This design comes from an exercise in tuning for small area and a short achievable clock period on the open sky130 flow, not from production work.
At most, simulation tests tie the RTL to the original design; equivalence was not proved.
No functional check of the RTL was part of run 5.
Power is estimated from default activity; no workload was simulated.

==> flow/design.v, too long to show whole: its modules and the start of the top module <==
// module pp_init_stage: 41 lines
// module am_fa: 11 lines
// module csa_row_stage: 1482 lines
// module cpa_stage: 670 lines
// module am_mult_top: 49 lines
module am_mult_top
(
  input  logic                      clk,
  input  logic                      arst_n,
  input  logic [am_pkg::OP_W-1:0]   a,
  input  logic [am_pkg::OP_W-1:0]   b,
  output logic [am_pkg::PROD_W-1:0] product
);
  // ...
==> flow/flow/run.sh <==
#!/bin/bash
# The standard layout (standard.sh), with one change to how ORFS builds
# it: the ports are buffered with buf_2. buffer_ports otherwise picks a slow
# delay cell (clkdlybuf4s50), which then sits on every output path.
set -euo pipefail
echo 'export BUFFER_PORTS_ARGS = -buffer_cell sky130_fd_sc_hd__buf_2' >> config.mk
bash standard.sh > standard.log 2>&1
==> flow/standard.sh <==
#!/bin/bash
# synth_recipe.tcl (not shown) runs the flow's synth.tcl, then flattens the netlist and writes it again
# the make line also repeats each setting of config.mk as NAME=value (left out here)
make -C /OpenROAD-flow-scripts/flow DESIGN_CONFIG=/design/flow/config.mk WORK_HOME=/design/flow/orfs CLKGATE_MAP_FILE= SYNTH_SCRIPT=/design/flow/synth_recipe.tcl "${@:-finish}"
==> flow/config.mk <==
export PLATFORM = sky130hd
export DESIGN_NAME = am_mult_top
export DESIGN_NICKNAME = am_mult_top
export VERILOG_FILES = /design/flow/design.v
export SDC_FILE = /design/flow/constraint.sdc
export NUM_CORES = 4
export LEC_CHECK = 0
export CAP_MARGIN = 20
export CORE_MARGIN = 2
export CORE_UTILIZATION = 65
export CTS_CLUSTER_DIAMETER = 120
export CTS_CLUSTER_SIZE = 22
export PLACE_DENSITY = 0.9
export SLEW_MARGIN = 20
export SYNTH_HIERARCHICAL = 1
export SYNTH_MINIMUM_KEEP_SIZE = 0
export BUFFER_PORTS_ARGS = -buffer_cell sky130_fd_sc_hd__buf_2
==> flow/constraint.sdc <==
create_clock -name core_clock -period 9.5 [get_ports {clk}]
set_input_delay 1.9000 -clock core_clock [delete_from_list [all_inputs] [get_ports {clk}]]
set_output_delay 1.9000 -clock core_clock [all_outputs]
set_load 0.01 [all_outputs]
==> summary.txt, run 1 <==
Place
  – Routability cong.: 0.9499
  – Dpl hpwl: 36,030 um
  – Pre-CTS WS: 5.858 ns

Hold path
  – Min-Delay Endpoint: ops_i.a_q[17]
  – Hold/Removal Path Class: reg -> reg

GRT
  – GRT busiest layer: met2

Power
  – Internal cell power: 4.736 mW
  – Comb pwr share: 60.9%
  – Final Power: 8.345 mW
  – Worst vdd ir: 0.0002524 V
  – Clock group share of total power: 11.2%

Layout
  – Count of non-CTS buffers in the layout: 158
  – Num sequential: 394

STA
  – WHS: 0.3198 ns

Route
  – WL final: 57,820 um
  – Drt wl/cell: 24.91 um

Synthesis
  – Syn nets: 2,231
  – Main combinational cell family by area after synthesis: adder cells
  – Cell count after synthesis: 1,844
  – Register area share after synthesis: 35.65%
  – Top-area cell type share of the netlist area: 29.85%

Floorplanning
  – Die height: 191.6 um
  – Starting density of the core: 66.04%

CTS
  – TritonCTS sink count: 394
  – Clock buffer count from CTS: 21
  – Clock transition at the registers of the reported paths: 0.10 ns

Critical path
  – CP Launch Type: flop
  – Crit path depth: 6

Outcome
  – Status: no timing/DRC/antenna violations
==> run 2, diff against run 1 <==
==> flow/config.mk (replaced) <==
export PLATFORM = sky130hd
export DESIGN_NAME = am_mult_top
export DESIGN_NICKNAME = am_mult_top
export VERILOG_FILES = /design/flow/design.v
export SDC_FILE = /design/flow/constraint.sdc
export NUM_CORES = 4
export LEC_CHECK = 0
export CAP_MARGIN = 50
export CORE_MARGIN = 2
export CORE_UTILIZATION = 65
export CTS_CLUSTER_DIAMETER = 120
export CTS_CLUSTER_SIZE = 22
export SLEW_MARGIN = 70
export SYNTH_HIERARCHICAL = 1
export SYNTH_MINIMUM_KEEP_SIZE = 0
export BUFFER_PORTS_ARGS = -buffer_cell sky130_fd_sc_hd__buf_2
==> run 2 against run 1 <==
Compared with the run above: largest power group unchanged; worst hold slack got worse by 0.0020 ns; register-to-register slack improved by 0.44 ns; sequential share of layout area decreased by 0.10 points; sequential cell count unchanged; critical path type unchanged; synthesized cell count unchanged; wire length decreased by 5.4%; still clean; power decreased by 0.43%; clock skew decreased by 0.0023 ns.
==> summary.txt, run 2 <==
Route
  – DRC Markers: 0
  – Top sig layer: met4
  – Vias per cell: 6.203
  – DR WL met2: 22,990 um
  – Met3 WL: 6980 um
  – Met1 Routed Length: 23,120 um
  – WL final: 54,690 um (-5.4%)
  – Final antenna-violating net count: 0
  – Initial DRC count: 1,457
  – Total number of vias: 14,400
  – Initial DRT Pass Iterations: 6
  – Drt wl/cell: 23.56 um (-5.4%)

GRT
  – Largest net degree at the start of global routing: 54
  – Total grt overflow: 0
  – Total track usage: 30.45%
  – Vias in the first global route: 14,790
  – First-pass GRT wire length: 84,210 um
  – Antenna violations before repair: 0

STA
  – Final setup TNS: 0 ns
  – Pins Over Slew Limit: 0
  – Endpoints failing setup: 0
  – Final min period: 3.262 ns
  – RSZ-0062 raised after global routing: false
  – Worst Skew: 0.02984 ns
  – Fmax: 306.5 MHz
  – Period utilization: 34.34%
  – Fin. Hold Viols: 0

Critical path
  – Crit path depth: 7 (+1)
  – CP arrival: 3.68 ns
  – CP bufs+invs: 1
  – Critical Path, Cell by Cell: buf_4 > a22oi_1 > xnor2_1 > fa_1 > fa_1 > fa_1 > fa_1
  – Worst Setup EP: tree_i.cs_q[66]
  – Worst Path Max Fanout: 25
  – Reg2Reg Depth: 7
  – R2R Path End: tree_i.cs_q[66]
  – RR Startpoint: ops_i.a_q[12]
  – Worst setup path class: reg -> reg
  – Crit. End Element: flop
  – CP max stage cell: fa_1
  – CP most frequent cell: fa_1
  – Flop2flop setup slack: 6.24 ns
  – CP top delay family: adder cells
  – CP startpoint: ops_i.a_q[12]
  – CP Launch Type: flop
  – Worst EP required: 9.92 ns
  – Slowest stage delay, CP: 0.53 ns

Hold path
  – Hold path depth: 0
  – Hold/Removal Path Class: reg -> reg

Power
  – Leak Pwr: 9.359 nW
  – PwrDens: 352.3 mW/mm2
  – Worst vdd ir: 0.0002596 V (+2.8%)

Layout
  – Most frequent cells in the layout: dfxtp_1, xnor2_1, fa_1
  – Ratio of cells with drive above 1 in the final layout: 12.59%
  – Commonest non-fill, non-tap cell in the layout: dfxtp_1
  – Ant diodes: 0
  – P&R area growth vs syn: 3.141%
  – Final Non-Filler Cells: 2,321
  – Max reg flops: 137
  – Register bank with the most flops: tree_i.cs_q
  – Final Net Count: 2,248
  – Leading registers by flop count: tree_i.cs_q: 137 flops, ops_i.a_r: 72 flops, ops_i.b_r: 72 flops

Floorplanning
  – DIE AREA: 0.03670 mm2
  – Die height: 191.6 um (unchanged)
  – Starting density of the core: 66.04% (unchanged)
  – Row count: 68
  – Die Wd: 191.6 um
  – Core area: 0.03463 mm2
  – I/O pin count: 98

Place
  – IO buf count: 97
  – Routability cong.: 0.8998 (-5.3%)
  – Dpl hpwl: 34,830 um (-3.3%)
  – Inst Count DP: 2,292

CTS
  – Clock Tree Root: clkbuf_16
  – Clock transition at the registers of the reported paths: 0.10 ns (about the same)
  – Worst skew pair latency: 0.55 ns
  – Clock buffer count from CTS: 21 (unchanged)
  – TritonCTS sink count: 394 (unchanged)
  – CTS H-tree depth: 1
  – Post-CTS sizing: 0
  – Post-CTS Hold Buffers: 0
  – Clock tree buffer depth: 3
  – Post-CTS setup buffers: 0
  – CTS tree: done

Outcome
  – Status: no timing/DRC/antenna violations

Synthesis
  – Synth area leader: dfxtp_1
  – Ys async rst share: 13.45%
  – Leading post-synthesis cells by cell area: dfxtp_1, fa_1, xnor2_1, a22oi_1, dfrtp_1
  – YS warnings: 10
  – Post-synth top cells: dfxtp_1, xnor2_1, fa_1, a22oi_1, buf_6
  – Ys flop type: dfxtp_1
  – Syn nets: 2,231 (unchanged)
  – Top-area cell type share of the netlist area: 29.85% (unchanged)
  – EDFF count, synth: 0
  – Yosys cell types: 61
  – Register area share after synthesis: 35.65% (unchanged)
  – Cell count after synthesis: 1,844 (unchanged)
  – Synthesized area per cell: 12.40 um2
  – Netlist Area Pre-Place: 0.02287 mm2
  – Synthesized flop and latch total: 394
  – Most frequent cell after synthesis: dfxtp_1

Run
  – Max cap viols: 0
[run 2: power breakdown]
group	internal (mW)	switching, mW	total [mW]
Clock	0.406	0.507	0.913
Sequential	2.12	0.190	2.31
Combinational	2.23	2.86	5.09
[run 2: per-module statistics from Yosys (local to each module, per instance)]
module / area [um2] / copies in the design
csa_row_stage: 9544 / 1
am_mult_top: 128.9 / 1
am_fa: 20.02 / 265
pp_init_stage: 4400 / 1
cpa_stage: 3488 / 1
[run 2: worst min path at each step]
stage | start | end | slack (ns)
finish | ops_i.a_r[29] | ops_i.a_r[53] | 0.32
global route | ops_i.a_r[35] | ops_i.a_r[59] | 0.33
CTS | ops_i.a_r[29] | ops_i.a_r[53] | 0.32
detailed placement | ops_i.a_r[26] | ops_i.a_r[50] | 0.31
global placement | ops_i.b_r[44] | ops_i.b_r[68] | 0.31
floorplan | ops_i.a_r[48] | ops_i.a_q[0] | 0.31
[run 2: area by class of cell]
type | count | area, um2
multi-input cells | 1240 | 13110
fillers | 2603 | 11040
flip-flops and latches | 394 | 8159
repair buffers | 159 | 1023
well taps | 455 | 569.3
clock buffers | 27 | 548.0
inverters | 45 | 171.4
clock inverters | 1 | 8.758
[run 2: layer usage]
| metal | track usage [%] | vias up |
|---|---|---|
| li1 | - | 6217 |
| met1 | 44.02 | 7093 |
| met2 | 44.82 | 941 |
| met3 | 8.482 | 146 |
| met4 | 9.024 | 0 |
| met5 | 0 | - |
[run 2: worst reg2reg max path, stage by stage, from the launching register on]
cell and delay (ns):
dfxtp_1 0.31, buf_4 0.38, a22oi_1 0.21, xnor2_1 0.27
fa_1 0.50, fa_1 0.51, fa_1 0.44, fa_1 0.53
[run 2: logic make-up (layout without fill, tap and decap cells)]
family	Yosys count	after routing	share of synthesized area (%)
AOI/OAI and AO/OA	372	372	12.73
DFF	394	394	35.65
adders and majority gates	337	337	27.27
and+or+nand+nor	192	192	4.284
xor gates and xnor gates	333	333	12.75
other	1	1	0.01640
muxes	5	5	0.2189
buffers and inverters	210	232	7.075
[run 2: per-stage QoR]
stage	area, um2	hold slack (ns)	util (%)	setup slack (ns)	power, mW
final	23590	0.3178	68.11	6.238	8.309
after global routing	23590	0.3264	68.11	6.045	9.062
after CTS	23560	0.3205	68.04	6.278	8.297
after detailed placement	23000	0.3121	66.43	6.284	7.371
after global placement	22920	0.3099	66.20	6.297	7.184
after floorplan	22870	0.3096	-	6.483	5.964
==> run 3, diff against run 2 <==
==> flow/flow/run.sh (replaced) <==
#!/bin/bash
# The standard layout (standard.sh), with one change to how ORFS builds
# it: the ports are buffered with buf_1. buffer_ports otherwise picks a slow
# delay cell (clkdlybuf4s50), which then sits on every output path.
set -euo pipefail
echo 'export BUFFER_PORTS_ARGS = -buffer_cell sky130_fd_sc_hd__buf_1' >> config.mk
bash standard.sh > standard.log 2>&1
==> flow/config.mk (replaced) <==
export PLATFORM = sky130hd
export DESIGN_NAME = am_mult_top
export DESIGN_NICKNAME = am_mult_top
export VERILOG_FILES = /design/flow/design.v
export SDC_FILE = /design/flow/constraint.sdc
export NUM_CORES = 4
export LEC_CHECK = 0
export CAP_MARGIN = 20
export CORE_MARGIN = 2
export CORE_UTILIZATION = 65
export CTS_CLUSTER_DIAMETER = 120
export CTS_CLUSTER_SIZE = 22
export SLEW_MARGIN = 20
export SYNTH_HIERARCHICAL = 1
export SYNTH_MINIMUM_KEEP_SIZE = 0
export BUFFER_PORTS_ARGS = -buffer_cell sky130_fd_sc_hd__buf_1
==> run 3 against run 2 <==
Compared with the run above: global-route usage is 0.56 points higher; sequential share of layout area increased by 0.28 points; clock skew up 0.017 ns; sequential power is essentially flat; fmax down 5.6%; largest cell class unchanged; non-clock buffer count is 1 lower; critical path type unchanged.
==> summary.txt, run 3 <==
Synthesis
  – Ys flop type: dfxtp_1
  – Yosys cell types: 61 (unchanged)
  – Main combinational cell family by area after synthesis: adder cells
  – Ys async rst share: 13.45% (unchanged)
  – Synth Area in Adders: 27.27% (unchanged)
  – Post-Synth Simple-Gate Area: 4.284% (unchanged)
  – Leading post-synthesis cells by cell area: dfxtp_1, fa_1, xnor2_1, a22oi_1, dfrtp_1
  – EDFF count, synth: 0 (unchanged)
  – Syn nets: 2,231 (unchanged)
  – YS warnings: 10 (unchanged)
  – Synthesized area per cell: 12.40 um2 (unchanged)
  – Most frequent cell after synthesis: dfxtp_1
  – Synth area leader: dfxtp_1
  – Post-synthesis mux area share: 0.2189% (unchanged)
  – Top-area cell type share of the netlist area: 29.85% (unchanged)
  – Post-synthesis compound-gate area fraction: 12.73% (unchanged)
  – Register area share after synthesis: 35.65% (unchanged)
  – Synthesized flop and latch total: 394 (unchanged)
  – Cell count after synthesis: 1,844 (unchanged)
  – Post-synth top cells: dfxtp_1, xnor2_1, fa_1, a22oi_1, buf_6
  – Xor-xnor portion of the synthesized cell area: 12.75% (unchanged)
  – Netlist Area Pre-Place: 0.02287 mm2 (unchanged)

Critical path
  – Worst EP required: 9.94 ns (+0.02 ns)
  – Crit. End Element: flop
  – Worst Path Max Fanout: 13 (-48%)
  – CP max stage cell: dfxtp_1
  – CP Launch Type: flop
  – Worst setup path class: reg -> reg
  – Flop2flop setup slack: 6.04 ns (-0.19 ns)
  – CP top delay family: adder cells
  – CP bufs+invs: 1 (unchanged)
  – Slowest stage delay, CP: 0.78 ns (+0.25 ns)
  – Critical Path, Cell by Cell: buf_4 > a22oi_1 > xnor2_1 > fa_1 > fa_1 > fa_1 > fa_1
  – CP arrival: 3.90 ns (+0.22 ns)
  – CP most frequent cell: fa_1

Power
  – PwrDens: 353.3 mW/mm2 (+0.28%)
  – Switch share: 42.90% (+0.15 points)
  – Internal cell power: 4.716 mW (-0.85%)
  – Flop pwr share: 28.1% (+0.3 points)
  – Leak Pwr: 9.031 nW (-3.5%)
  – Switching power: 3.544 mW (-0.25%)
  – Clock group share of total power: 11.2% (+0.2 points)
  – Comb pwr share: 60.7% (-0.6 points)
  – Worst vdd ir: 0.0002677 V (+3.1%)

Route
  – Final antenna-violating net count: 0 (unchanged)
  – Drt wl/cell: 23.84 um (+1.2%)
  – Total number of vias: 14,450 (+0.36%)
  – DRC Markers: 0 (unchanged)
  – Initial DRC count: 1,502 (+3.1%)
  – WL final: 55,320 um (+1.2%)
  – Initial DRT Pass Iterations: 6 (unchanged)
  – Vias per cell: 6.228 (+0.40%)

Floorplanning
  – DIE AREA: 0.03670 mm2 (unchanged)
  – Core area: 0.03463 mm2 (unchanged)
  – Row count: 68 (unchanged)
  – Die Wd: 191.6 um (unchanged)
  – Die height: 191.6 um (unchanged)
  – I/O pin count: 98 (unchanged)
  – Starting density of the core: 66.04% (unchanged)

GRT
  – Largest net degree at the start of global routing: 54 (unchanged)
  – Total track usage: 31.01% (+0.56 points)
  – Total grt overflow: 0 (unchanged)
  – Vias in the first global route: 15,120 (+2.2%)
  – First-pass GRT wire length: 85,940 um (+2.0%)
  – Antenna violations before repair: 1 (+1)

CTS
  – Post-CTS setup buffers: 0 (unchanged)
  – Clock buffer count from CTS: 21 (unchanged)
  – Clock tree buffer depth: 3 (unchanged)
  – Clock transition at the registers of the reported paths: 0.10 ns (about the same)
  – CTS tree: done
  – TritonCTS sink count: 394 (unchanged)
  – Post-CTS sizing: 0 (unchanged)
  – Clock Tree Root: clkbuf_16
  – Post-CTS Hold Buffers: 0 (unchanged)
  – CTS H-tree depth: 1 (unchanged)
  – Worst skew pair latency: 0.57 ns (+0.02 ns)

STA
  – RSZ-0062 raised after global routing: false
  – WHS: 0.2849 ns (-0.03288 ns)
  – Fin. Hold Viols: 0 (unchanged)
  – Fmax: 289.3 MHz (-5.6%)
  – Endpoints failing setup: 0 (unchanged)
  – Final min period: 3.457 ns (+0.1944 ns)
  – Max-slew headroom: 44.31%
  – Pins Over Slew Limit: 0 (unchanged)
  – Period utilization: 36.38% (+2.0 points)
  – Worst Skew: 0.04706 ns (+0.01722 ns)
  – Final setup TNS: 0 ns (unchanged)
  – Worst slew pin tran: 0.8354 ns

Outcome
  – Status: no timing/DRC/antenna violations

Layout
  – Leading registers by flop count: tree_i.cs_q: 137 flops, ops_i.a_r: 72 flops, ops_i.b_r: 72 flops
  – Register area: 0.008154 mm2 (about the same)
  – Design Area, Final: 0.02338 mm2 (-0.88%)
  – Commonest non-fill, non-tap cell in the layout: dfxtp_1
  – Ratio of cells with drive above 1 in the final layout: 7.239% (-5.4 points)
  – Register bank with the most flops: tree_i.cs_q
  – P&R area growth vs syn: 2.238%
  – Most frequent cells in the layout: dfxtp_1, xnor2_1, fa_1
  – Filler Cell Count: 2,690 (+3.3%)
  – Ant diodes: 0 (unchanged)
  – Max reg flops: 137 (unchanged)
  – Multi-input logic area: 0.01310 mm2 (about the same)
  – Final Net Count: 2,247 (-0.044%)

Place
  – Dpl hpwl: 35,040 um (+0.59%)
  – Routability cong.: 0.8995 (about the same)
  – IO buf count: 97 (unchanged)
  – Placed Area: 0.02281 mm2 (-0.84%)

Hold path
  – Hold/Removal Path Class: reg -> reg

Run
  – Max cap viols: 0 (unchanged)
-- run 3: cell counts after synthesis --
No cell type changed its count.
-- run 3: kinds of logic (layout without fill, tap and decap cells) --
logic type	count (synthesis)	count (layout)
AND/OR/NAND/NOR	192	192
AO/OA/AOI/OAI	372	372
multiplexers	5	5
other	1	1
XOR/XNOR	333	333
flip-flops	394	394
adder cells (fa/ha/maj)	337	337
buffers and inverters	210	231
-- run 3: area by class of cell --
| type | count | area share [%] |
|---|---|---|
| multi-input cells | 1240 | 56.02 |
| well taps | 455 | 2.435 |
| clock inverters | 1 | 0.03746 |
| inverters | 45 | 0.7225 |
| clock buffers | 27 | 2.387 |
| repair buffers | 158 | 3.522 |
| flip-flops and latches | 394 | 34.88 |
-- run 3: stage by stage --
| step | setup slack (ns) | utilization (%) | std cells | total power [mW] |
|---|---|---|---|---|
| CTS | 6.120 | 67.51 | 2320 | 8.236 |
| finish | 6.043 | 67.51 | 2320 | 8.260 |
| floorplan | 6.483 | - | 1844 | 5.964 |
| detailed placement | 6.137 | 65.88 | 2292 | 7.305 |
| global route | 6.018 | 67.51 | 2320 | 8.985 |
| global placement | 6.196 | 65.88 | 2292 | 7.134 |
-- run 3: layer usage --
layer / track usage, % / share of wire (%) / vias up / wire (um)
met5: 0 / 0 / - / 0
met4: 10.68 / 3.2 / 0 / 1766
met3: 9.216 / 13 / 157 / 6955
met2: 45.85 / 42 / 901 / 23460
met1: 43.64 / 42 / 7177 / 23130
li1: - / - / 6214 / -
-- run 3: path summary, 6_finish.rpt --
kind,startpoint,endpoint,depth (start not counted)
setup / recovery,ops_i.one_q[3],tree_i.cs_q[60],7
hold / removal,ops_i.a_r[29],ops_i.a_r[53],0
setup reg to reg,ops_i.one_q[3],tree_i.cs_q[60],7
hold reg to reg,ops_i.a_r[29],ops_i.a_r[53],0
max in group asynchronous,arst_n,cpa_i.product[44],2
min in group asynchronous,arst_n,cpa_i.product[6],2
-- run 3: power by group through the flow --
stage	logic [mW]	clock network, mW	registers, mW
3_3_place_gp	4.79	0	2.35
2_1_floorplan	3.61	0	2.35
6_report	5.01	0.924	2.32
5_1_grt	5.61	1.00	2.37
3_5_place_dp	4.94	0	2.37
4_1_cts	4.96	0.953	2.33
-- run 3: worst register-to-register path: stages (launching register included) --
cell,delay [ns]
dfxtp_1,0.78
buf_4,0.35
a22oi_1,0.13
xnor2_1,0.22
fa_1,0.48
fa_1,0.52
fa_1,0.44
fa_1,0.45
-- run 3: modules after synthesis, one instance, submodules excluded --
module / flops+latches / cell area, um2 / cells / times used
csa_row_stage: 137 / 9544 / 961 / 1
pp_init_stage: 204 / 4400 / 250 / 1
cpa_stage: 48 / 3488 / 362 / 1
am_fa: 0 / 20.02 / 1 / 265
am_mult_top: 5 / 128.9 / 6 / 1
==> run 4, diff against run 3 <==
==> flow/flow/run.sh (replaced) <==
#!/bin/bash
# The standard layout, with two changes to how ORFS builds it:
#  - ports are buffered with buf_2 (buffer_ports otherwise picks a slow
#    delay cell, which sits on every output path);
#  - repair_timing aims for 6.4 ns of setup slack at the design's period,
#    so that it sizes the critical paths (the SDC is not changed).
set -euo pipefail
echo 'export BUFFER_PORTS_ARGS = -buffer_cell sky130_fd_sc_hd__buf_2' >> config.mk
echo 'export SETUP_SLACK_MARGIN = 6.4' >> config.mk
bash standard.sh > standard.log 2>&1
==> flow/config.mk (replaced) <==
export PLATFORM = sky130hd
export DESIGN_NAME = am_mult_top
export DESIGN_NICKNAME = am_mult_top
export VERILOG_FILES = /design/flow/design.v
export SDC_FILE = /design/flow/constraint.sdc
export NUM_CORES = 4
export LEC_CHECK = 0
export CAP_MARGIN = 50
export CORE_MARGIN = 2
export CORE_UTILIZATION = 65
export CTS_CLUSTER_DIAMETER = 120
export CTS_CLUSTER_SIZE = 22
export SLEW_MARGIN = 70
export SYNTH_HIERARCHICAL = 1
export SYNTH_MINIMUM_KEEP_SIZE = 0
export BUFFER_PORTS_ARGS = -buffer_cell sky130_fd_sc_hd__buf_2
export SETUP_SLACK_MARGIN = 6.4
==> run 4 against run 3 <==
Compared with the run above: still clean; sequential power is essentially flat; sequential cell count is the same; synthesized cell count is the same; cell area grew 5.8%; via count grew 1.5%; register-to-register slack gained 0.28 ns; wire length grew 4.2%; largest cell class unchanged.
==> summary.txt, run 4 <==
Floorplanning
  – I/O pin count: 98 (unchanged)
  – Core area: 0.03463 mm2 (unchanged)
  – Starting density of the core: 66.04% (unchanged)
  – DIE AREA: 0.03670 mm2 (unchanged)
  – Row count: 68 (unchanged)
  – Die height: 191.6 um (unchanged)
  – Die Wd: 191.6 um (unchanged)

Layout
  – Most frequent cells in the layout: dfxtp_1, xnor2_1, fa_1
  – Ant diodes: 0 (unchanged)
  – P&R area growth vs syn: 8.158%
  – Register bank with the most flops: tree_i.cs_q
  – Final Net Count: 2,265 (+0.80%)
  – Leading registers by flop count: tree_i.cs_q: 137 flops, ops_i.a_r: 72 flops, ops_i.b_r: 72 flops
  – Commonest non-fill, non-tap cell in the layout: dfxtp_1
  – Max reg flops: 137 (unchanged)
  – Ratio of cells with drive above 1 in the final layout: 15.77% (+8.5 points)

GRT
  – Largest net degree at the start of global routing: 54 (unchanged)
  – Total grt overflow: 0 (unchanged)
  – Total track usage: 30.45% (-0.56 points)
  – First-pass GRT wire length: 84,260 um (-2.0%)
  – Vias in the first global route: 14,810 (-2.0%)
  – Antenna violations before repair: 0 (-1)

STA
  – Pins Over Slew Limit: 0 (unchanged)
  – Fmax: 314.9 MHz (+8.9%)
  – Final setup TNS: 0 ns (unchanged)
  – RSZ-0062 raised after global routing: true
  – Period utilization: 33.42% (-3.0 points)
  – Final min period: 3.175 ns (-0.2813 ns)
  – Worst Skew: 0.02963 ns (-0.01743 ns)
  – Endpoints failing setup: 0 (unchanged)
  – Fin. Hold Viols: 0 (unchanged)

Synthesis
  – Synth area leader: dfxtp_1
  – Synthesized flop and latch total: 394 (unchanged)
  – Ys async rst share: 13.45% (unchanged)
  – Top-area cell type share of the netlist area: 29.85% (unchanged)
  – Register area share after synthesis: 35.65% (unchanged)
  – Yosys cell types: 61 (unchanged)
  – Netlist Area Pre-Place: 0.02287 mm2 (unchanged)
  – Leading post-synthesis cells by cell area: dfxtp_1, fa_1, xnor2_1, a22oi_1, dfrtp_1
  – Post-synth top cells: dfxtp_1, xnor2_1, fa_1, a22oi_1, buf_6
  – Most frequent cell after synthesis: dfxtp_1
  – Ys flop type: dfxtp_1
  – Synthesized area per cell: 12.40 um2 (unchanged)
  – YS warnings: 10 (unchanged)
  – EDFF count, synth: 0 (unchanged)
  – Syn nets: 2,231 (unchanged)
  – Cell count after synthesis: 1,844 (unchanged)

Power
  – Flop pwr share: 26.9% (-1.2 points)
  – Switching power: 3.710 mW (+4.7%)
  – Final Power: 8.644 mW (+4.7%)
  – Comb pwr share: 62.6% (+1.9 points)
  – Leak Pwr: 9.740 nW (+7.8%)
  – Switch share: 42.92% (about the same)
  – PwrDens: 349.5 mW/mm2 (-1.1%)
  – Worst vdd ir: 0.0002790 V (+4.2%)
  – Internal cell power: 4.934 mW (+4.6%)
  – Clock group share of total power: 10.6% (-0.6 points)

Critical path
  – CP startpoint: ops_i.a_q[12]
  – Worst EP required: 9.92 ns (-0.02 ns)
  – Flop2flop setup slack: 6.32 ns (+0.28 ns)
  – Worst setup path class: reg -> reg
  – R2R Path End: tree_i.cs_q[66]
  – Worst Path Max Fanout: 25 (+12)
  – RR Startpoint: ops_i.a_q[12]
  – CP arrival: 3.60 ns (-0.30 ns)
  – CP Launch Type: flop
  – Reg2Reg Depth: 7 (unchanged)
  – Worst Setup EP: tree_i.cs_q[66]
  – Crit. End Element: flop

CTS
  – Clock buffer count from CTS: 21 (unchanged)
  – CTS H-tree depth: 1 (unchanged)
  – TritonCTS sink count: 394 (unchanged)
  – Worst skew pair latency: 0.55 ns (-0.02 ns)
  – Clock tree buffer depth: 3 (unchanged)
  – CTS tree: done
  – Clock Tree Root: clkbuf_16
  – Clock transition at the registers of the reported paths: 0.10 ns (about the same)

Route
  – Initial DRT Pass Iterations: 7 (+1)
  – Initial DRC count: 1,504 (+0.13%)
  – Total number of vias: 14,670 (+1.5%)
  – DRC Markers: 0 (unchanged)
  – Drt wl/cell: 24.65 um (+3.4%)
  – Vias per cell: 6.275 (+0.75%)
  – Final antenna-violating net count: 0 (unchanged)
  – WL final: 57,620 um (+4.2%)

Place
  – Routability cong.: 0.8998 (about the same)
  – IO buf count: 97 (unchanged)
  – Dpl hpwl: 34,830 um (-0.59%)

Outcome
  – Status: no timing/DRC/antenna violations

Run
  – Max cap viols: 0 (unchanged)

Hold path
  – Hold/Removal Path Class: reg -> reg
==> run 4: changes by cell type in the layout (fill, tap and decap cells not counted), sizes merged <==
cell	before	now
clkbuf	28	42
buf	157	161
==> run 4: through the flow <==
| step | worst slack [ns] | hold slack, ns | util [%] | instance area, um2 | std cells |
|---|---|---|---|---|---|
| floorplan | 6.483 | 0.3096 | - | 22870 | 1844 |
| global placement | 6.297 | 0.3099 | 66.20 | 22920 | 2291 |
| detailed placement | 6.284 | 0.3121 | 66.43 | 23000 | 2292 |
| CTS | 6.377 | 0.3205 | 68.58 | 23750 | 2320 |
| global route | 6.290 | 0.3263 | 71.42 | 24730 | 2338 |
| finish | 6.325 | 0.3176 | 71.42 | 24730 | 2338 |
==> run 4: final cells by class <==
| cell class | instances | area, um2 |
|---|---|---|
| fillers | 2466 | 9896 |
| well taps | 455 | 569.3 |
| repair buffers | 176 | 1919 |
| clock inverters | 1 | 8.758 |
| flip-flops and latches | 394 | 8197 |
| inverters | 45 | 171.4 |
| multi-input cells | 1240 | 13320 |
| clock buffers | 27 | 548.0 |
==> run 4: worst min-delay path by stage <==
stage,slack [ns],end,cells past startpoint,start
2_1_floorplan,0.31,ops_i.a_q[0],0,ops_i.a_r[48]
3_3_place_gp,0.31,ops_i.b_r[68],0,ops_i.b_r[44]
3_5_place_dp,0.31,ops_i.a_r[50],0,ops_i.a_r[26]
4_1_cts,0.32,ops_i.a_r[53],0,ops_i.a_r[29]
5_1_grt,0.33,ops_i.a_r[59],0,ops_i.a_r[35]
6_report,0.32,ops_i.a_r[53],0,ops_i.a_r[29]
==> run 4: power by group through the flow <==
stage	sequential (mW)	clock [mW]	combinational [mW]
after floorplan	2.35	0	3.61
after global placement	2.34	0	4.85
after detailed placement	2.35	0	5.02
after CTS	2.31	0.943	5.06
after global routing	2.37	0.995	6.01
final	2.32	0.916	5.41
==> run 4: kinds of logic after synthesis <==
group / count (synthesis) / synth area share, %
AO/OA/AOI/OAI: 372 / 12.73
buffers and inverters: 210 / 7.075
adder cells (fa/ha/maj): 337 / 27.27
flip-flops: 394 / 35.65
AND/OR/NAND/NOR: 192 / 4.284
multiplexers: 5 / 0.2189
other: 1 / 0.01640
XOR/XNOR: 333 / 12.75
==> run 4: per-module statistics from Yosys, one instance, submodules excluded <==
module	copies in the design	cells inside	cell area, um2
pp_init_stage	1	250	4400
cpa_stage	1	362	3488
am_fa	265	1	20.02
csa_row_stage	1	961	9544
am_mult_top	1	6	128.9
==> run 4: critical path, stage by stage, from the launching register on <==
cell and delay (ns):
dfxtp_1 0.36, buf_12 0.21, a22oi_1 0.16, xnor2_1 0.31, fa_1 0.51, fa_1 0.51, fa_1 0.44, fa_1 0.53
==> run 4: per-layer routing <==
layer	vias to the layer above	share of wire [%]	GRT usage, %	routed length [um]
met5	-	0	0	0
met3	147	14	8.335	7779
met4	0	3.0	9.053	1718
met2	1059	43	45.07	24560
li1	6256	-	-	-
met1	7208	41	43.89	23560
==> run 4: timing repair <==
action | in CTS | in global routing
pin swaps | 1 | 33
endpoints found under the setup margin | 15 | 44
hold buffers | 0 | 0
buffers inserted | 0 | 3
gates cloned | 0 | 14
gates resized for setup | 49 | 141
==> module pp_init_stage, before the edit <==
module pp_init_stage
(
  input  logic                     clk,
  input  logic [am_pkg::OP_W-1:0]  a,
  input  logic [am_pkg::OP_W-1:0]  b,
  output logic [am_pkg::OP_W-1:0]  a_q,
  output logic [am_pkg::NDIG-1:0]  one_q,
  output logic [am_pkg::NDIG-1:0]  two_q,
  output logic [am_pkg::NDIG-1:0]  neg_q,
  output logic                     b23_q
);
  logic [2:0][am_pkg::OP_W-1:0] a_r;
  logic [2:0][am_pkg::OP_W-1:0] b_r;
  logic [am_pkg::OP_W:0]        bx;
  logic [am_pkg::NDIG-1:0]      one;
  logic [am_pkg::NDIG-1:0]      two;
  logic [am_pkg::NDIG-1:0]      neg;
  always_ff @(posedge clk) begin
    a_r[0] <= a;
    b_r[0] <= b;
    for (int i = 1; i < 3; i++) begin
      a_r[i] <= a_r[i-1];
      b_r[i] <= b_r[i-1];
    end
  end
  assign bx = {b_r[2], 1'b0};
  always_comb begin
    for (int i = 0; i < am_pkg::NDIG; i++) begin
      one[i] = bx[2*i+1] ^ bx[2*i];
      two[i] = (bx[2*i+2] & ~bx[2*i+1] & ~bx[2*i]) | (~bx[2*i+2] & bx[2*i+1] & bx[2*i]);
      neg[i] = bx[2*i+2];
    end
  end
  always_ff @(posedge clk) begin
    a_q   <= a_r[2];
    one_q <= one;
    two_q <= two;
    neg_q <= neg;
    b23_q <= b_r[2][am_pkg::OP_W-1];
  end
endmodule
==> module cpa_stage, before the edit <==
module cpa_stage
(
  input  logic                      clk,
  input  logic                      arst_n,
  input  logic                      valid,
  input  logic [am_pkg::CUT_W-1:0]  cs,
  output logic [am_pkg::PROD_W-1:0] product
);
  logic [am_pkg::PROD_W-1:0] x;
  logic [am_pkg::PROD_W-1:0] y;
  logic uh1;
  logic ug2;
  logic us3;
  logic uc4;
  logic us5;
  logic uc6;
  logic us7;
  logic uc8;
  logic us9;
  logic uc10;
  logic us11;
  logic uc12;
  logic us13;
  logic uc14;
  logic us15;
  logic uc16;
  logic us17;
  logic uc18;
  logic us19;
  logic uc20;
  logic us21;
  logic uc22;
  logic us23;
  logic uc24;
  logic us25;
  logic uc26;
  logic us27;
  logic uc28;
  logic us29;
  logic uc30;
  logic us31;
  logic uc32;
  logic us33;
  logic uc34;
  logic us35;
  logic uc36;
  logic us37;
  logic uc38;
  logic us39;
  logic uc40;
  logic us41;
  logic uc42;
  logic us43;
  logic uc44;
  logic us45;
  logic uc46;
  logic us47;
  logic uc48;
  logic us49;
  logic uc50;
  logic us51;
  logic uc52;
  logic us53;
  logic uc54;
  logic us55;
  logic uc56;
  logic us57;
  logic uc58;
  logic us59;
  logic uc60;
  logic us61;
  logic uc62;
  logic us63;
  logic uc64;
  logic us65;
  logic uc66;
  logic us67;
  logic uc68;
  logic us69;
  logic uc70;
  logic us71;
  logic uc72;
  logic us73;
  logic uc74;
  logic us75;
  logic uc76;
  logic us77;
  logic uc78;
  logic us79;
  logic uc80;
  logic us81;
  logic uc82;
  logic us83;
  logic uc84;
  logic us85;
  logic uc86;
  logic us87;
  logic uc88;
  logic [am_pkg::PROD_W-1:0] p, g, cy, sum;
  logic pg89;
  logic pp90;
  logic pg91;
  logic pp92;
  logic pg93;
  logic pp94;
  logic pg95;
  logic pp96;
  logic pg97;
  logic pp98;
  logic pg99;
  logic pp100;
  logic pg101;
  logic pp102;
  logic pg103;
  logic pp104;
  logic pg105;
  logic pp106;
  logic pg107;
  logic pp108;
  logic pg109;
  logic pp110;
  logic pg111;
  logic pp112;
  logic pg113;
  logic pp114;
  logic pg115;
  logic pp116;
  logic pg117;
  logic pp118;
  logic pg119;
  logic pp120;
  logic pg121;
  logic pp122;
  logic pg123;
  logic pp124;
  logic pg125;
  logic pp126;
  logic pg127;
  logic pp128;
  logic pg129;
  logic pp130;
  logic pg131;
  logic pp132;
  logic pg133;
  logic pp134;
  logic pg135;
  logic pp136;
  logic pg137;
  logic pp138;
  logic pg139;
  logic pp140;
  logic pg141;
  logic pp142;
  logic pg143;
  logic pp144;
  logic pg145;
  logic pp146;
  logic pg147;
  logic pp148;
  logic pg149;
  logic pp150;
  logic pg151;
  logic pp152;
  logic pg153;
  logic pp154;
  logic pg155;
  logic pp156;
  logic pg157;
  logic pp158;
  logic pg159;
  logic pp160;
  logic pg161;
  logic pp162;
  logic pg163;
  logic pp164;
  logic pg165;
  logic pp166;
  logic pg167;
  logic pp168;
  logic pg169;
  logic pp170;
  logic pg171;
  logic pp172;
  logic pg173;
  logic pp174;
  logic pg175;
  logic pp176;
  logic pg177;
  logic pp178;
  logic pg179;
  logic pp180;
  logic pg181;
  logic pp182;
  logic pg183;
  logic pp184;
  logic pg185;
  logic pp186;
  logic pg187;
  logic pp188;
  logic pg189;
  logic pp190;
  logic pg191;
  logic pp192;
  logic pg193;
  logic pp194;
  logic pg195;
  logic pp196;
  logic pg197;
  logic pp198;
  logic pg199;
  logic pp200;
  logic pg201;
  logic pp202;
  logic pg203;
  logic pp204;
  logic pg205;
  logic pp206;
  logic pg207;
  logic pp208;
  logic pg209;
  logic pp210;
  logic pg211;
  logic pp212;
  logic pg213;
  logic pp214;
  logic pg215;
  logic pp216;
  logic pg217;
  logic pp218;
  logic pg219;
  logic pp220;
  logic pg221;
  logic pp222;
  logic pg223;
  logic pp224;
  logic pg225;
  logic pp226;
  logic pg227;
  logic pp228;
  logic pg229;
  logic pp230;
  logic pg231;
  logic pp232;
  logic pg233;
  logic pp234;
  logic pg235;
  logic pp236;
  logic pg237;
  logic pp238;
  logic pg239;
  logic pp240;
  logic pg241;
  logic pp242;
  logic pg243;
  logic pp244;
  logic pg245;
  logic pp246;
  logic pg247;
  logic pp248;
  logic pg249;
  logic pp250;
  logic pg251;
  logic pp252;
  logic pg253;
  logic pp254;
  logic pg255;
  logic pp256;
  logic pg257;
  logic pp258;
  logic pg259;
  logic pp260;
  logic pg261;
  logic pp262;
  logic pg263;
  logic pp264;
  logic pg265;
  logic pp266;
  logic pg267;
  logic pp268;
  logic pg269;
  logic pp270;
  logic pg271;
  logic pp272;
  logic pg273;
  logic pp274;
  logic pg275;
  logic pp276;
  logic pg277;
  logic pp278;
  logic pg279;
  logic pp280;
  logic pg281;
  logic pp282;
  logic pg283;
  logic pp284;
  logic pg285;
  logic pp286;
  logic pg287;
  logic pp288;
  logic pg289;
  logic pp290;
  logic pg291;
  logic pp292;
  logic pg293;
  logic pp294;
  logic pg295;
  logic pp296;
  logic pg297;
  logic pp298;
  logic pg299;
  logic pp300;
  logic pg301;
  logic pp302;
  logic pg303;
  logic pp304;
  logic pg305;
  logic pp306;
  logic pg307;
  logic pp308;
  logic pg309;
  logic pp310;
  logic pg311;
  logic pp312;
  logic pg313;
  logic pp314;
  logic pg315;
  logic pp316;
  logic pg317;
  logic pp318;
  logic pg319;
  logic pp320;
  logic pg321;
  logic pp322;
  logic pg323;
  logic pp324;
  logic pg325;
  logic pp326;
  logic pg327;
  logic pp328;
  logic pg329;
  logic pp330;
  logic pg331;
  logic pp332;
  logic pg333;
  logic pp334;
  logic pg335;
  logic pp336;
  logic pg337;
  logic pp338;
  logic pg339;
  logic pp340;
  logic pg341;
  logic pp342;
  logic pg343;
  logic pp344;
  assign uh1 = cs[4] ^ cs[5];
  assign ug2 = cs[4] & cs[5];
  am_fa fa_us3 (.x(cs[7]), .y(cs[8]), .z(cs[9]), .s(us3), .c(uc4));
  am_fa fa_us5 (.x(cs[10]), .y(cs[11]), .z(cs[12]), .s(us5), .c(uc6));
  am_fa fa_us7 (.x(cs[13]), .y(cs[14]), .z(cs[15]), .s(us7), .c(uc8));
  am_fa fa_us9 (.x(cs[16]), .y(cs[17]), .z(cs[18]), .s(us9), .c(uc10));
  am_fa fa_us11 (.x(cs[19]), .y(cs[20]), .z(cs[21]), .s(us11), .c(uc12));
  am_fa fa_us13 (.x(cs[22]), .y(cs[23]), .z(cs[24]), .s(us13), .c(uc14));
  am_fa fa_us15 (.x(cs[25]), .y(cs[26]), .z(cs[27]), .s(us15), .c(uc16));
  am_fa fa_us17 (.x(cs[28]), .y(cs[29]), .z(cs[30]), .s(us17), .c(uc18));
  am_fa fa_us19 (.x(cs[31]), .y(cs[32]), .z(cs[33]), .s(us19), .c(uc20));
  am_fa fa_us21 (.x(cs[34]), .y(cs[35]), .z(cs[36]), .s(us21), .c(uc22));
  am_fa fa_us23 (.x(cs[37]), .y(cs[38]), .z(cs[39]), .s(us23), .c(uc24));
  am_fa fa_us25 (.x(cs[40]), .y(cs[41]), .z(cs[42]), .s(us25), .c(uc26));
  am_fa fa_us27 (.x(cs[43]), .y(cs[44]), .z(cs[45]), .s(us27), .c(uc28));
  am_fa fa_us29 (.x(cs[46]), .y(cs[47]), .z(cs[48]), .s(us29), .c(uc30));
  am_fa fa_us31 (.x(cs[49]), .y(cs[50]), .z(cs[51]), .s(us31), .c(uc32));
  am_fa fa_us33 (.x(cs[52]), .y(cs[53]), .z(cs[54]), .s(us33), .c(uc34));
  am_fa fa_us35 (.x(cs[55]), .y(cs[56]), .z(cs[57]), .s(us35), .c(uc36));
  am_fa fa_us37 (.x(cs[58]), .y(cs[59]), .z(cs[60]), .s(us37), .c(uc38));
  am_fa fa_us39 (.x(cs[61]), .y(cs[62]), .z(cs[63]), .s(us39), .c(uc40));
  am_fa fa_us41 (.x(cs[64]), .y(cs[65]), .z(cs[66]), .s(us41), .c(uc42));
  am_fa fa_us43 (.x(cs[67]), .y(cs[68]), .z(cs[69]), .s(us43), .c(uc44));
  am_fa fa_us45 (.x(cs[70]), .y(cs[71]), .z(cs[72]), .s(us45), .c(uc46));
  am_fa fa_us47 (.x(cs[73]), .y(cs[74]), .z(cs[75]), .s(us47), .c(uc48));
  am_fa fa_us49 (.x(cs[76]), .y(cs[77]), .z(cs[78]), .s(us49), .c(uc50));
  am_fa fa_us51 (.x(cs[79]), .y(cs[80]), .z(cs[81]), .s(us51), .c(uc52));
  am_fa fa_us53 (.x(cs[82]), .y(cs[83]), .z(cs[84]), .s(us53), .c(uc54));
  am_fa fa_us55 (.x(cs[85]), .y(cs[86]), .z(cs[87]), .s(us55), .c(uc56));
  am_fa fa_us57 (.x(cs[88]), .y(cs[89]), .z(cs[90]), .s(us57), .c(uc58));
  am_fa fa_us59 (.x(cs[91]), .y(cs[92]), .z(cs[93]), .s(us59), .c(uc60));
  am_fa fa_us61 (.x(cs[94]), .y(cs[95]), .z(cs[96]), .s(us61), .c(uc62));
  am_fa fa_us63 (.x(cs[97]), .y(cs[98]), .z(cs[99]), .s(us63), .c(uc64));
  am_fa fa_us65 (.x(cs[100]), .y(cs[101]), .z(cs[102]), .s(us65), .c(uc66));
  am_fa fa_us67 (.x(cs[103]), .y(cs[104]), .z(cs[105]), .s(us67), .c(uc68));
  am_fa fa_us69 (.x(cs[106]), .y(cs[107]), .z(cs[108]), .s(us69), .c(uc70));
  am_fa fa_us71 (.x(cs[109]), .y(cs[110]), .z(cs[111]), .s(us71), .c(uc72));
  am_fa fa_us73 (.x(cs[112]), .y(cs[113]), .z(cs[114]), .s(us73), .c(uc74));
  am_fa fa_us75 (.x(cs[115]), .y(cs[116]), .z(cs[117]), .s(us75), .c(uc76));
  am_fa fa_us77 (.x(cs[118]), .y(cs[119]), .z(cs[120]), .s(us77), .c(uc78));
  am_fa fa_us79 (.x(cs[121]), .y(cs[122]), .z(cs[123]), .s(us79), .c(uc80));
  am_fa fa_us81 (.x(cs[124]), .y(cs[125]), .z(cs[126]), .s(us81), .c(uc82));
  am_fa fa_us83 (.x(cs[127]), .y(cs[128]), .z(cs[129]), .s(us83), .c(uc84));
  am_fa fa_us85 (.x(cs[130]), .y(cs[131]), .z(cs[132]), .s(us85), .c(uc86));
  am_fa fa_us87 (.x(cs[133]), .y(cs[134]), .z(cs[135]), .s(us87), .c(uc88));
  assign x = {cs[136], uc86, uc84, uc82, uc80, uc78, uc76, uc74, uc72, uc70, uc68, uc66, uc64, uc62, uc60, uc58, uc56, uc54, uc52, uc50, uc48, uc46, uc44, uc42, uc40, uc38, uc36, uc34, uc32, uc30, uc28, uc26, uc24, uc22, uc20, uc18, uc16, uc14, uc12, uc10, uc8, uc6, uc4, ug2, cs[6], cs[3], cs[2], cs[0]};
  assign y = {uc88, us87, us85, us83, us81, us79, us77, us75, us73, us71, us69, us67, us65, us63, us61, us59, us57, us55, us53, us51, us49, us47, us45, us43, us41, us39, us37, us35, us33, us31, us29, us27, us25, us23, us21, us19, us17, us15, us13, us11, us9, us7, us5, us3, uh1, 1'b0, 1'b0, cs[1]};
  assign p = x ^ y;
  assign g = x & y;
  assign pg89 = g[1] | (p[1] & g[0]);
  assign pp90 = p[1] & p[0];
  assign pg91 = g[3] | (p[3] & g[2]);
  assign pp92 = p[3] & p[2];
  assign pg93 = g[5] | (p[5] & g[4]);
  assign pp94 = p[5] & p[4];
  assign pg95 = g[7] | (p[7] & g[6]);
  assign pp96 = p[7] & p[6];
  assign pg97 = g[9] | (p[9] & g[8]);
  assign pp98 = p[9] & p[8];
  assign pg99 = g[11] | (p[11] & g[10]);
  assign pp100 = p[11] & p[10];
  assign pg101 = g[13] | (p[13] & g[12]);
  assign pp102 = p[13] & p[12];
  assign pg103 = g[15] | (p[15] & g[14]);
  assign pp104 = p[15] & p[14];
  assign pg105 = g[17] | (p[17] & g[16]);
  assign pp106 = p[17] & p[16];
  assign pg107 = g[19] | (p[19] & g[18]);
  assign pp108 = p[19] & p[18];
  assign pg109 = g[21] | (p[21] & g[20]);
  assign pp110 = p[21] & p[20];
  assign pg111 = g[23] | (p[23] & g[22]);
  assign pp112 = p[23] & p[22];
  assign pg113 = g[25] | (p[25] & g[24]);
  assign pp114 = p[25] & p[24];
  assign pg115 = g[27] | (p[27] & g[26]);
  assign pp116 = p[27] & p[26];
  assign pg117 = g[29] | (p[29] & g[28]);
  assign pp118 = p[29] & p[28];
  assign pg119 = g[31] | (p[31] & g[30]);
  assign pp120 = p[31] & p[30];
  assign pg121 = g[33] | (p[33] & g[32]);
  assign pp122 = p[33] & p[32];
  assign pg123 = g[35] | (p[35] & g[34]);
  assign pp124 = p[35] & p[34];
  assign pg125 = g[37] | (p[37] & g[36]);
  assign pp126 = p[37] & p[36];
  assign pg127 = g[39] | (p[39] & g[38]);
  assign pp128 = p[39] & p[38];
  assign pg129 = g[41] | (p[41] & g[40]);
  assign pp130 = p[41] & p[40];
  assign pg131 = g[43] | (p[43] & g[42]);
  assign pp132 = p[43] & p[42];
  assign pg133 = g[45] | (p[45] & g[44]);
  assign pp134 = p[45] & p[44];
  assign pg135 = g[47] | (p[47] & g[46]);
  assign pp136 = p[47] & p[46];
  assign pg137 = g[2] | (p[2] & pg89);
  assign pp138 = p[2] & pp90;
  assign pg139 = pg91 | (pp92 & pg89);
  assign pp140 = pp92 & pp90;
  assign pg141 = g[6] | (p[6] & pg93);
  assign pp142 = p[6] & pp94;
  assign pg143 = pg95 | (pp96 & pg93);
  assign pp144 = pp96 & pp94;
  assign pg145 = g[10] | (p[10] & pg97);
  assign pp146 = p[10] & pp98;
  assign pg147 = pg99 | (pp100 & pg97);
  assign pp148 = pp100 & pp98;
  assign pg149 = g[14] | (p[14] & pg101);
  assign pp150 = p[14] & pp102;
  assign pg151 = pg103 | (pp104 & pg101);
  assign pp152 = pp104 & pp102;
  assign pg153 = g[18] | (p[18] & pg105);
  assign pp154 = p[18] & pp106;
  assign pg155 = pg107 | (pp108 & pg105);
  assign pp156 = pp108 & pp106;
  assign pg157 = g[22] | (p[22] & pg109);
  assign pp158 = p[22] & pp110;
  assign pg159 = pg111 | (pp112 & pg109);
  assign pp160 = pp112 & pp110;
  assign pg161 = g[26] | (p[26] & pg113);
  assign pp162 = p[26] & pp114;
  assign pg163 = pg115 | (pp116 & pg113);
  assign pp164 = pp116 & pp114;
  assign pg165 = g[30] | (p[30] & pg117);
  assign pp166 = p[30] & pp118;
  assign pg167 = pg119 | (pp120 & pg117);
  assign pp168 = pp120 & pp118;
  assign pg169 = g[34] | (p[34] & pg121);
  assign pp170 = p[34] & pp122;
  assign pg171 = pg123 | (pp124 & pg121);
  assign pp172 = pp124 & pp122;
  assign pg173 = g[38] | (p[38] & pg125);
  assign pp174 = p[38] & pp126;
  assign pg175 = pg127 | (pp128 & pg125);
  assign pp176 = pp128 & pp126;
  assign pg177 = g[42] | (p[42] & pg129);
  assign pp178 = p[42] & pp130;
  assign pg179 = pg131 | (pp132 & pg129);
  assign pp180 = pp132 & pp130;
  assign pg181 = g[46] | (p[46] & pg133);
  assign pp182 = p[46] & pp134;
  assign pg183 = pg135 | (pp136 & pg133);
  assign pp184 = pp136 & pp134;
  assign pg185 = g[4] | (p[4] & pg139);
  assign pp186 = p[4] & pp140;
  assign pg187 = pg93 | (pp94 & pg139);
  assign pp188 = pp94 & pp140;
  assign pg189 = pg141 | (pp142 & pg139);
  assign pp190 = pp142 & pp140;
  assign pg191 = pg143 | (pp144 & pg139);
  assign pp192 = pp144 & pp140;
  assign pg193 = g[12] | (p[12] & pg147);
  assign pp194 = p[12] & pp148;
  assign pg195 = pg101 | (pp102 & pg147);
  assign pp196 = pp102 & pp148;
  assign pg197 = pg149 | (pp150 & pg147);
  assign pp198 = pp150 & pp148;
  assign pg199 = pg151 | (pp152 & pg147);
  assign pp200 = pp152 & pp148;
  assign pg201 = g[20] | (p[20] & pg155);
  assign pp202 = p[20] & pp156;
  assign pg203 = pg109 | (pp110 & pg155);
  assign pp204 = pp110 & pp156;
  assign pg205 = pg157 | (pp158 & pg155);
  assign pp206 = pp158 & pp156;
  assign pg207 = pg159 | (pp160 & pg155);
  assign pp208 = pp160 & pp156;
  assign pg209 = g[28] | (p[28] & pg163);
  assign pp210 = p[28] & pp164;
  assign pg211 = pg117 | (pp118 & pg163);
  assign pp212 = pp118 & pp164;
  assign pg213 = pg165 | (pp166 & pg163);
  assign pp214 = pp166 & pp164;
  assign pg215 = pg167 | (pp168 & pg163);
  assign pp216 = pp168 & pp164;
  assign pg217 = g[36] | (p[36] & pg171);
  assign pp218 = p[36] & pp172;
  assign pg219 = pg125 | (pp126 & pg171);
  assign pp220 = pp126 & pp172;
  assign pg221 = pg173 | (pp174 & pg171);
  assign pp222 = pp174 & pp172;
  assign pg223 = pg175 | (pp176 & pg171);
  assign pp224 = pp176 & pp172;
  assign pg225 = g[44] | (p[44] & pg179);
  assign pp226 = p[44] & pp180;
  assign pg227 = pg133 | (pp134 & pg179);
  assign pp228 = pp134 & pp180;
  assign pg229 = pg181 | (pp182 & pg179);
  assign pp230 = pp182 & pp180;
  assign pg231 = pg183 | (pp184 & pg179);
  assign pp232 = pp184 & pp180;
  assign pg233 = g[8] | (p[8] & pg191);
  assign pp234 = p[8] & pp192;
  assign pg235 = pg97 | (pp98 & pg191);
  assign pp236 = pp98 & pp192;
  assign pg237 = pg145 | (pp146 & pg191);
  assign pp238 = pp146 & pp192;
  assign pg239 = pg147 | (pp148 & pg191);
  assign pp240 = pp148 & pp192;
  assign pg241 = pg193 | (pp194 & pg191);
  assign pp242 = pp194 & pp192;
  assign pg243 = pg195 | (pp196 & pg191);
  assign pp244 = pp196 & pp192;
  assign pg245 = pg197 | (pp198 & pg191);
  assign pp246 = pp198 & pp192;
  assign pg247 = pg199 | (pp200 & pg191);
  assign pp248 = pp200 & pp192;
  assign pg249 = g[24] | (p[24] & pg207);
  assign pp250 = p[24] & pp208;
  assign pg251 = pg113 | (pp114 & pg207);
  assign pp252 = pp114 & pp208;
  assign pg253 = pg161 | (pp162 & pg207);
  assign pp254 = pp162 & pp208;
  assign pg255 = pg163 | (pp164 & pg207);
  assign pp256 = pp164 & pp208;
  assign pg257 = pg209 | (pp210 & pg207);
  assign pp258 = pp210 & pp208;
  assign pg259 = pg211 | (pp212 & pg207);
  assign pp260 = pp212 & pp208;
  assign pg261 = pg213 | (pp214 & pg207);
  assign pp262 = pp214 & pp208;
  assign pg263 = pg215 | (pp216 & pg207);
  assign pp264 = pp216 & pp208;
  assign pg265 = g[40] | (p[40] & pg223);
  assign pp266 = p[40] & pp224;
  assign pg267 = pg129 | (pp130 & pg223);
  assign pp268 = pp130 & pp224;
  assign pg269 = pg177 | (pp178 & pg223);
  assign pp270 = pp178 & pp224;
  assign pg271 = pg179 | (pp180 & pg223);
  assign pp272 = pp180 & pp224;
  assign pg273 = pg225 | (pp226 & pg223);
  assign pp274 = pp226 & pp224;
  assign pg275 = pg227 | (pp228 & pg223);
  assign pp276 = pp228 & pp224;
  assign pg277 = pg229 | (pp230 & pg223);
  assign pp278 = pp230 & pp224;
  assign pg279 = pg231 | (pp232 & pg223);
  assign pp280 = pp232 & pp224;
  assign pg281 = g[16] | (p[16] & pg247);
  assign pp282 = p[16] & pp248;
  assign pg283 = pg105 | (pp106 & pg247);
  assign pp284 = pp106 & pp248;
  assign pg285 = pg153 | (pp154 & pg247);
  assign pp286 = pp154 & pp248;
  assign pg287 = pg155 | (pp156 & pg247);
  assign pp288 = pp156 & pp248;
  assign pg289 = pg201 | (pp202 & pg247);
  assign pp290 = pp202 & pp248;
  assign pg291 = pg203 | (pp204 & pg247);
  assign pp292 = pp204 & pp248;
  assign pg293 = pg205 | (pp206 & pg247);
  assign pp294 = pp206 & pp248;
  assign pg295 = pg207 | (pp208 & pg247);
  assign pp296 = pp208 & pp248;
  assign pg297 = pg249 | (pp250 & pg247);
  assign pp298 = pp250 & pp248;
  assign pg299 = pg251 | (pp252 & pg247);
  assign pp300 = pp252 & pp248;
  assign pg301 = pg253 | (pp254 & pg247);
  assign pp302 = pp254 & pp248;
  assign pg303 = pg255 | (pp256 & pg247);
  assign pp304 = pp256 & pp248;
  assign pg305 = pg257 | (pp258 & pg247);
  assign pp306 = pp258 & pp248;
  assign pg307 = pg259 | (pp260 & pg247);
  assign pp308 = pp260 & pp248;
  assign pg309 = pg261 | (pp262 & pg247);
  assign pp310 = pp262 & pp248;
  assign pg311 = pg263 | (pp264 & pg247);
  assign pp312 = pp264 & pp248;
  assign pg313 = g[32] | (p[32] & pg311);
  assign pp314 = p[32] & pp312;
  assign pg315 = pg121 | (pp122 & pg311);
  assign pp316 = pp122 & pp312;
  assign pg317 = pg169 | (pp170 & pg311);
  assign pp318 = pp170 & pp312;
  assign pg319 = pg171 | (pp172 & pg311);
  assign pp320 = pp172 & pp312;
  assign pg321 = pg217 | (pp218 & pg311);
  assign pp322 = pp218 & pp312;
  assign pg323 = pg219 | (pp220 & pg311);
  assign pp324 = pp220 & pp312;
  assign pg325 = pg221 | (pp222 & pg311);
  assign pp326 = pp222 & pp312;
  assign pg327 = pg223 | (pp224 & pg311);
  assign pp328 = pp224 & pp312;
  assign pg329 = pg265 | (pp266 & pg311);
  assign pp330 = pp266 & pp312;
  assign pg331 = pg267 | (pp268 & pg311);
  assign pp332 = pp268 & pp312;
  assign pg333 = pg269 | (pp270 & pg311);
  assign pp334 = pp270 & pp312;
  assign pg335 = pg271 | (pp272 & pg311);
  assign pp336 = pp272 & pp312;
  assign pg337 = pg273 | (pp274 & pg311);
  assign pp338 = pp274 & pp312;
  assign pg339 = pg275 | (pp276 & pg311);
  assign pp340 = pp276 & pp312;
  assign pg341 = pg277 | (pp278 & pg311);
  assign pp342 = pp278 & pp312;
  assign pg343 = pg279 | (pp280 & pg311);
  assign pp344 = pp280 & pp312;
  assign cy = {pg343, pg341, pg339, pg337, pg335, pg333, pg331, pg329, pg327, pg325, pg323, pg321, pg319, pg317, pg315, pg313, pg311, pg309, pg307, pg305, pg303, pg301, pg299, pg297, pg295, pg293, pg291, pg289, pg287, pg285, pg283, pg281, pg247, pg245, pg243, pg241, pg239, pg237, pg235, pg233, pg191, pg189, pg187, pg185, pg139, pg137, pg89, g[0]};
  assign sum = p ^ {cy[am_pkg::PROD_W-2:0], 1'b0};
  always_ff @(posedge clk or negedge arst_n) begin
    if (!arst_n) begin
      product <= '0;
    end else begin
      product <= valid ? sum : '0;
    end
  end
endmodule
==> run 5, diff against run 4 <==
--- a/flow/design.v
+++ b/flow/design.v
@@ -15,21 +15,11 @@
   output logic [am_pkg::NDIG-1:0]  neg_q,
   output logic                     b23_q
 );
-  logic [2:0][am_pkg::OP_W-1:0] a_r;
-  logic [2:0][am_pkg::OP_W-1:0] b_r;
-  logic [am_pkg::OP_W:0]        bx;
-  logic [am_pkg::NDIG-1:0]      one;
-  logic [am_pkg::NDIG-1:0]      two;
-  logic [am_pkg::NDIG-1:0]      neg;
-  always_ff @(posedge clk) begin
-    a_r[0] <= a;
-    b_r[0] <= b;
-    for (int i = 1; i < 3; i++) begin
-      a_r[i] <= a_r[i-1];
-      b_r[i] <= b_r[i-1];
-    end
-  end
-  assign bx = {b_r[2], 1'b0};
+  logic [am_pkg::OP_W:0]   bx;
+  logic [am_pkg::NDIG-1:0] one;
+  logic [am_pkg::NDIG-1:0] two;
+  logic [am_pkg::NDIG-1:0] neg;
+  assign bx = {b, 1'b0};
   always_comb begin
     for (int i = 0; i < am_pkg::NDIG; i++) begin
       one[i] = bx[2*i+1] ^ bx[2*i];
@@ -38,11 +28,11 @@
     end
   end
   always_ff @(posedge clk) begin
-    a_q   <= a_r[2];
+    a_q   <= a;
     one_q <= one;
     two_q <= two;
     neg_q <= neg;
-    b23_q <= b_r[2][am_pkg::OP_W-1];
+    b23_q <= b[am_pkg::OP_W-1];
   end
 endmodule
 module am_fa
@@ -2200,11 +2190,17 @@
   assign pp344 = pp280 & pp312;
   assign cy = {pg343, pg341, pg339, pg337, pg335, pg333, pg331, pg329, pg327, pg325, pg323, pg321, pg319, pg317, pg315, pg313, pg311, pg309, pg307, pg305, pg303, pg301, pg299, pg297, pg295, pg293, pg291, pg289, pg287, pg285, pg283, pg281, pg247, pg245, pg243, pg241, pg239, pg237, pg235, pg233, pg191, pg189, pg187, pg185, pg139, pg137, pg89, g[0]};
   assign sum = p ^ {cy[am_pkg::PROD_W-2:0], 1'b0};
+  logic [2:0][am_pkg::PROD_W-1:0] p_r;
+  always_ff @(posedge clk) begin
+    p_r[0] <= sum;
+    p_r[1] <= p_r[0];
+    p_r[2] <= p_r[1];
+  end
   always_ff @(posedge clk or negedge arst_n) begin
     if (!arst_n) begin
       product <= '0;
     end else begin
-      product <= valid ? sum : '0;
+      product <= valid ? p_r[2] : '0;
     end
   end
 endmodule
==> flow/flow/run.sh (replaced) <==
#!/bin/bash
# The standard layout, with two changes to how ORFS builds it:
#  - ports are buffered with buf_2 (buffer_ports otherwise picks a slow
#    delay cell, which sits on every output path);
#  - repair_timing aims for 6.3 ns of setup slack at the design's period,
#    so that it sizes the critical paths (the SDC is not changed).
set -euo pipefail
echo 'export BUFFER_PORTS_ARGS = -buffer_cell sky130_fd_sc_hd__buf_2' >> config.mk
echo 'export SETUP_SLACK_MARGIN = 6.3' >> config.mk
bash standard.sh > standard.log 2>&1
--- a/flow/config.mk
+++ b/flow/config.mk
@@ -14,4 +14,4 @@
 export SYNTH_HIERARCHICAL = 1
 export SYNTH_MINIMUM_KEEP_SIZE = 0
 export BUFFER_PORTS_ARGS = -buffer_cell sky130_fd_sc_hd__buf_2
-export SETUP_SLACK_MARGIN = 6.4
+export SETUP_SLACK_MARGIN = 6.3
==> run 5 against run 4 <==
Compared with the run above: first-iteration DRC count down 7.9%; worst setup slack worse by 0.11 ns; sequential cell count unchanged; register-to-register slack worse by 0.11 ns; critical endpoint is now cpa_i.p_r[37].
==> summary.txt, run 5 <==
Outcome
  – Status: no timing/DRC/antenna violations

Synthesis
  – YS warnings: 10 (unchanged)
  – Yosys cell types: 61 (unchanged)
  – Most frequent cell after synthesis: dfxtp_1
  – EDFF count, synth: 0 (unchanged)
  – Cell count after synthesis: 1,844 (unchanged)
  – Top-area cell type share of the netlist area: 29.71% (-0.14 points)
  – Netlist Area Pre-Place: 0.02298 mm2 (+0.48%)
  – Ys flop type: dfxtp_1
  – Synth area leader: dfxtp_1
  – Register area share after synthesis: 35.48% (-0.17 points)
  – Leading post-synthesis cells by cell area: dfxtp_1, fa_1, xnor2_1, a22oi_1, dfrtp_1
  – Ys async rst share: 13.45% (unchanged)

Power
  – Switch share: 41.19% (-1.7 points)
  – Internal cell power: 5.326 mW (+7.9%)
  – Worst vdd ir: 0.0002154 V (-23%)
  – PwrDens: 372.6 mW/mm2 (+6.6%)
  – Final Power: 9.056 mW (+4.8%)
  – Comb pwr share: 60.5% (-2.1 points)
  – Leak Pwr: 9.635 nW (-1.1%)
  – Switching power: 3.730 mW (+0.54%)
  – Flop pwr share: 29.2% (+2.3 points)

CTS
  – Clock Tree Root: clkbuf_16
  – Post-CTS Hold Buffers: 0 (unchanged)
  – Clock transition at the registers of the reported paths: 0.09 ns (about the same)
  – CTS H-tree depth: 1 (unchanged)
  – Clock tree buffer depth: 3 (unchanged)
  – TritonCTS sink count: 394 (unchanged)

Run
  – Max cap viols: 0 (unchanged)

Place
  – Routability cong.: 0.8805 (-2.1%)
  – Pre-CTS WS: 6.047 ns (-0.2369 ns)
  – IO buf count: 97 (unchanged)
  – Dpl hpwl: 34,840 um (about the same)

STA
  – Worst Skew: 0.04010 ns (+0.01047 ns)
  – Fin. Hold Viols: 0 (unchanged)
  – Worst setup margin: 6.214 ns (-0.1108 ns)
  – WHS: 0.3147 ns (-0.002922 ns)
  – Final min period: 3.286 ns (+0.1108 ns)
  – Pins Over Slew Limit: 0 (unchanged)
  – Final setup TNS: 0 ns (unchanged)
  – Endpoints failing setup: 0 (unchanged)

Critical path
  – CP arrival: 3.74 ns (+0.14 ns)
  – Worst setup path class: reg -> reg
  – Crit. End Element: flop
  – Worst Path Max Fanout: 4 (-84%)
  – Worst EP required: 9.95 ns (+0.03 ns)

Route
  – DRC Markers: 0 (unchanged)
  – Final antenna-violating net count: 0 (unchanged)
  – Vias per cell: 6.207 (-1.1%)
  – Total number of vias: 14,490 (-1.3%)
  – Initial DRC count: 1,385 (-7.9%)
  – Drt wl/cell: 23.94 um (-2.9%)
  – Initial DRT Pass Iterations: 7 (unchanged)

Layout
  – Final Net Count: 2,257 (-0.35%)
  – Commonest non-fill, non-tap cell in the layout: dfxtp_1
  – Ratio of cells with drive above 1 in the final layout: 14.53% (-1.2 points)
  – Max reg flops: 144 (+5.1%)
  – Most frequent cells in the layout: dfxtp_1, xnor2_1, fa_1
  – Leading registers by flop count: cpa_i.p_r: 144 flops, tree_i.cs_q: 137 flops, cpa_i.product: 48 flops

Floorplanning
  – Core area: 0.03471 mm2 (+0.25%)
  – Row count: 68 (unchanged)
  – I/O pin count: 98 (unchanged)
  – Die height: 192.0 um (+0.23%)
  – Starting density of the core: 66.19% (+0.16 points)
  – DIE AREA: 0.03687 mm2 (+0.47%)
  – Die Wd: 192.0 um (+0.23%)

GRT
  – Antenna violations before repair: 0 (unchanged)
  – Total grt overflow: 0 (unchanged)
  – Total track usage: 30.87% (+0.42 points)
  – Vias in the first global route: 14,990 (+1.2%)

Hold path
  – Hold/Removal Path Class: reg -> reg
## run 5: cell count changes after synthesis, sizes merged, moves of 5 or more
cell / before / now
a21o: 11 / 16
xor2: 15 / 28
o311ai: 0 / 5
mux2i: 5 / 0
nand2: 60 / 50
o21ai: 26 / 20
nor2: 33 / 14
and2: 21 / 65
## run 5: modules after synthesis (local to each module, per instance)
module | flops+latches | cells inside | area, um2
am_fa | 0 | 1 | 20.02
am_mult_top | 5 | 6 | 128.9
cpa_stage | 192 | 506 | 6437
csa_row_stage | 137 | 961 | 9588
pp_init_stage | 60 | 106 | 1518
## run 5: layer usage
layer / share of wire, % / vias to the layer above / GRT usage [%] / wire [um]
li1: - / 6221 / - / -
met1: 42 / 7229 / 44.56 / 23630
met2: 43 / 897 / 46.61 / 24010
met3: 12 / 139 / 7.053 / 6481
met4: 3.1 / 0 / 9.425 / 1746
met5: 0 / - / 0 / 0
## run 5: power groups by stage
stage	Clock [mW]	Combinational [mW]	Sequential, mW
floorplan	0	3.58	2.66
global placement	0	4.80	2.66
detailed placement	0	4.99	2.69
CTS	0.961	5.16	2.65
global route	1.02	6.05	2.72
finish	0.938	5.47	2.64
## run 5: worst max-delay path, stage by stage (launching register included)
cell	delay (ns)
dfxtp_2	0.33
fa_1	0.57
ha_4	0.21
a21o_1	0.19
and3_4	0.16
a2111oi_4	0.38
a31oi_4	0.18
o211ai_4	0.30
a21oi_4	0.12
o21a_1	0.22
or4_4	0.42
o311ai_2	0.09
## run 5: per-stage QoR
| step | utilization, % | cell area [um2] | cells |
|---|---|---|---|
| floorplan | - | 22980 | 1844 |
| global placement | 66.41 | 23050 | 2293 |
| detailed placement | 66.63 | 23130 | 2293 |
| CTS | 68.73 | 23860 | 2327 |
| global route | 70.03 | 24310 | 2334 |
| finish | 70.03 | 24310 | 2334 |
## run 5: kinds of logic (layout without fill, tap and decap cells)
group | count (synthesis) | count (layout) | synth area share (%)
xor gates and xnor gates | 343 | 343 | 13.07
DFF | 394 | 394 | 35.48
buffers and inverters | 205 | 240 | 6.932
adders and majority gates | 337 | 337 | 27.14
AOI/OAI and AO/OA | 372 | 372 | 12.75
other | 1 | 1 | 0.01632
and+or+nand+nor | 192 | 192 | 4.601
## run 5: worst paths after layout
path                                 start                end  slack (ns)  depth (start not counted)
max                        tree_i.cs_q[35]      cpa_i.p_r[37]        6.21                         11
min reg2reg                  cpa_i.p_r[69]     cpa_i.p_r[117]        0.31                          0
min                          cpa_i.p_r[69]     cpa_i.p_r[117]        0.31                          0
max in group asynchronous           arst_n  cpa_i.product[40]        7.83                          3
max reg2reg                tree_i.cs_q[35]      cpa_i.p_r[37]        6.21                         11
min in group asynchronous           arst_n   cpa_i.product[9]        1.26                          2
## run 5: area by class of cell
cell class	instances	area (um2)
repair buffers	167	1391
clock inverters	1	8.758
flip-flops and latches	394	8165
multi-input cells	1245	13450
clock buffers	31	573.1
well taps	455	569.3
inverters	41	153.9
fillers	2535	10410
## run 5: repair_timing
action	4_1_cts	5_1_grt
pin swaps	11	23
gates cloned	0	2
endpoints found under the hold margin	0	0
gates resized for setup	27	85
setup buffers	2	4
setup endpoints to repair	22	46

Re-timed with assumed drivers on the ports (clkbuf_16 on the clock, buf_2 on other inputs), run 5 has 6.214 ns of setup slack against 6.214 ns with ideal ports, and 6.214 ns once port delays also move by the mid clock arrival of 0.613 ns.
